From an optimization exercise on the open Yosys and OpenROAD flow, aimed at small area; shortcuts taken in it are not production practice. The RTL was checked by simulation tests, not by an equivalence proof against the original design. Power and IR drop assume default switching activity.

## neighborhood_crowding_growth_rate_unit
module neighborhood_crowding_growth_rate_unit (
  input  logic                   clk,
  input  logic                   rst,
  input  logic                   cfg_we,
  input  logic [2:0]             cfg_index,
  input  logic [19:0]            cfg_data,
  input  logic                   item_valid,
  output logic                   item_ready,
  input  logic [19:0]            item_density_code,
  input  logic [19:0]            item_occupant_label,
  input  logic [1:0]             item_position_stage,
  input  logic [1:0]             item_center_type,
  input  logic signed [23:0]     item_inherent_rate,
  input  logic                   item_last_position,
  output logic                   result_valid,
  input  logic                   result_ready,
  output logic signed [31:0]     result_adjusted_rate,
  output logic [5:0]             result_r_neighbors,
  output logic [6:0]             result_k_neighbors,
  output logic [6:0]             result_total_neighbors
);
  logic [19:0] group_a;
  logic [19:1] group_b;
  logic [14:0] r_limit;
  ...
Size: ~2600 cells after synthesis, ~1700 flip-flops.
==> flow/config.mk <==
export PLATFORM = sky130hd
export DESIGN_NAME = neighborhood_crowding_growth_rate_unit
export DESIGN_NICKNAME = neighborhood_crowding_growth_rate_unit
export VERILOG_FILES = /design/flow/design.v
export SDC_FILE = /design/flow/constraint.sdc
export NUM_CORES = 4
export LEC_CHECK = 0
export CAP_MARGIN = 20
export CORE_MARGIN = 2
export CORE_UTILIZATION = 72
export PLACE_DENSITY = 0.8
export SLEW_MARGIN = 20
==> flow/constraint.sdc <==
create_clock -name core_clock -period 11.0 [get_ports {clk}]
set_input_delay 2.2000 -clock core_clock [delete_from_list [all_inputs] [get_ports {clk}]]
set_output_delay 2.2000 -clock core_clock [all_outputs]
set_load 0.01 [all_outputs]
standard.sh (not shown) runs the stock make flow with config.mk's settings and CLKGATE_MAP_FILE= SYNTH_SCRIPT=/design/flow/synth_recipe.tcl, a recipe that flattens the netlist after the stock synthesis.
==> flow/flow/run.sh <==
#!/bin/bash
# The standard ORFS layout (the standard.sh, unchanged synthesis), with two settings passed
# to make: port buffers use the smallest buffer cell, and the clock tree is built from
# clkbuf_16 sink clusters without dummy loads. make's full output goes to make_finish.log here;
# each ORFS step also keeps its own log under orfs/logs/.
set -euo pipefail
cd "$(dirname "${BASH_SOURCE[0]}")/.."
bash standard.sh \
  BUFFER_PORTS_ARGS="-buffer_cell sky130_fd_sc_hd__buf_1" \
  CTS_ARGS="-sink_clustering_enable -repair_clock_nets -dont_use_dummy_load -sink_clustering_size 24 -sink_clustering_max_diameter 50 -buf_list sky130_fd_sc_hd__clkbuf_16" \
  finish > make_finish.log 2>&1
The starting point completed, yet does not pass: negative setup slack.
==> next run, changes <==
--- a/flow/design.v
+++ b/flow/design.v
@@ -212,41 +212,43 @@
     end
   end
   logic        sel1;
   logic [14:0] lim;
   logic [15:0] mult;
   logic [6:0]  kbits;
   logic [15:0] cap;
   logic [15:0] capx;
   logic        n_ge_lim;
   logic        crowded;
   logic        sgn;
+  logic [23:0] rate_q;      
   logic        cpl;
   assign sel1  = ctype_q[0];
   assign lim   = sel1 ? r_limit : k_limit;
   assign mult  = sel1 ? alpha : beta;
   assign kbits = sel1 ? kc : {1'b0, r_cnt};
   assign cap   = sel1 ? cap_r : cap_k;
   assign capx  = {cap[15:1], cap[0] | (cap == '0)};
-  assign sgn   = item_inherent_rate[23];
+  assign sgn   = rate_q[23];
   assign cpl   = ~sgn;
   always_comb begin
     logic c;
     c = ~|lim[7:0];
     for (int i = 0; i < 7; i++)
       c = (n[i] ^ lim[8+i]) ? n[i] : c;
     n_ge_lim = c;
   end
   assign crowded = (ctype_q[0] ^ ctype_q[1]) && n_ge_lim;
   logic crowded_q;
   always_ff @(posedge clk) crowded_q <= crowded;
+  always_ff @(posedge clk) rate_q    <= item_inherent_rate;
   logic [6:0]  rev;         
   logic [6:0]  rev_inc;
   logic        comp;
   logic        wslot;       
   logic        rslot;       
   logic [1:0]  wi;
   logic        r_cp;
   logic        r_clr;
   logic        r_mul;
   logic        r_div;
   logic        r_fin;
@@ -291,33 +293,33 @@
     opw  = '0;
     cin0 = 1'b0;
     if (r_cp && crowded_q && wi == 2'd0) begin
       if (rev >= 7'd2 && rev <= 7'd8 && kb_q) opw = mult;
       if (rev == 7'd9) begin
         opw  = {~lim, 1'b1};
         cin0 = 1'b1;
       end
     end
     if (r_cp && crowded_q && wi == 2'd1 && rev == 7'd9) opw = 16'h00FF;
     if (r_mul && mul_b) begin
-      if (wi == 2'd0) opw = item_inherent_rate[15:0] ^ {16{sgn}};
-      if (wi == 2'd1) opw = {8'b0, item_inherent_rate[23:16] ^ {8{sgn}}};
+      if (wi == 2'd0) opw = rate_q[15:0] ^ {16{sgn}};
+      if (wi == 2'd1) opw = {8'b0, rate_q[23:16] ^ {8{sgn}}};
       cin0 = sgn;
     end
     if (rslot) begin
       opw  = ~capx;
       cin0 = 1'b1;
     end
     if (r_fin) begin
-      if (wi == 2'd0) opw = item_inherent_rate[15:0];
-      if (wi == 2'd1) opw = {{8{sgn}}, item_inherent_rate[23:16]};
+      if (wi == 2'd0) opw = rate_q[15:0];
+      if (wi == 2'd1) opw = {{8{sgn}}, rate_q[23:16]};
       if (wi == 2'd2) opw = {16{sgn}};
       cin0 = cpl;
     end
   end
   assign a_in = {w[14:0], wi == 2'd0 ? ((r_div || r_fin) && q_q) : s_q};
   assign ci   = wi == 2'd0 || wi == 2'd3 ? cin0 : c_q;
   always_comb begin
     logic c;
     c = ci;
     for (int i = 0; i < 16; i++) begin
       sum[i] = a_in[i] ^ opw[i] ^ c;
The new run completed and failed the layout checks on negative setup slack; cell area climbs by 0.57%; combinational power fell by about 7%; power stays flat; worst setup slack is better by 35 ps; via count went down by 2.1%; register-to-register slack gets worse by 150 ps; first-iteration DRC count goes down by 3.2%; fmax rose by 0.31%; sequential cell count went up by 24; critical path depth goes up by 5; sequential power rose by about 1%; clock-buffer cell count went down by 4; wire length came out lower by 4.0%; sequential share of layout area goes up by 0.61 points.

==> re-timing with driven ports <==
How much do the figures lean on ideal ports? The routed layouts below were timed once more, with nothing changed but the port constraints.
Step 1 assumes that a clkbuf_16 drives the clock port and a buf_2 every other input.
Step 2, shift: input delay + t, output delay - t, t = (earliest + latest rising clock arrival at the registers) / 2. This alone moves slack from input paths to output paths.
a / b / c = ideal / step 1 / step 2; a / b = the first two.
| run | t, ns | setup slack, ns | slew at the worst register clock pin (ns) |
|---|---|---|---|
| the first run | 0.719 | -0.133 / -0.085 / -0.803 | 0.10 / 0.10 |
| the second run | 0.708 | -0.098 / -0.098 / -0.098 | 0.11 / 0.11 |
The setup slack of the first run, which loses most, moves by +0.048 ns with the drivers and by -0.670 ns with both steps.
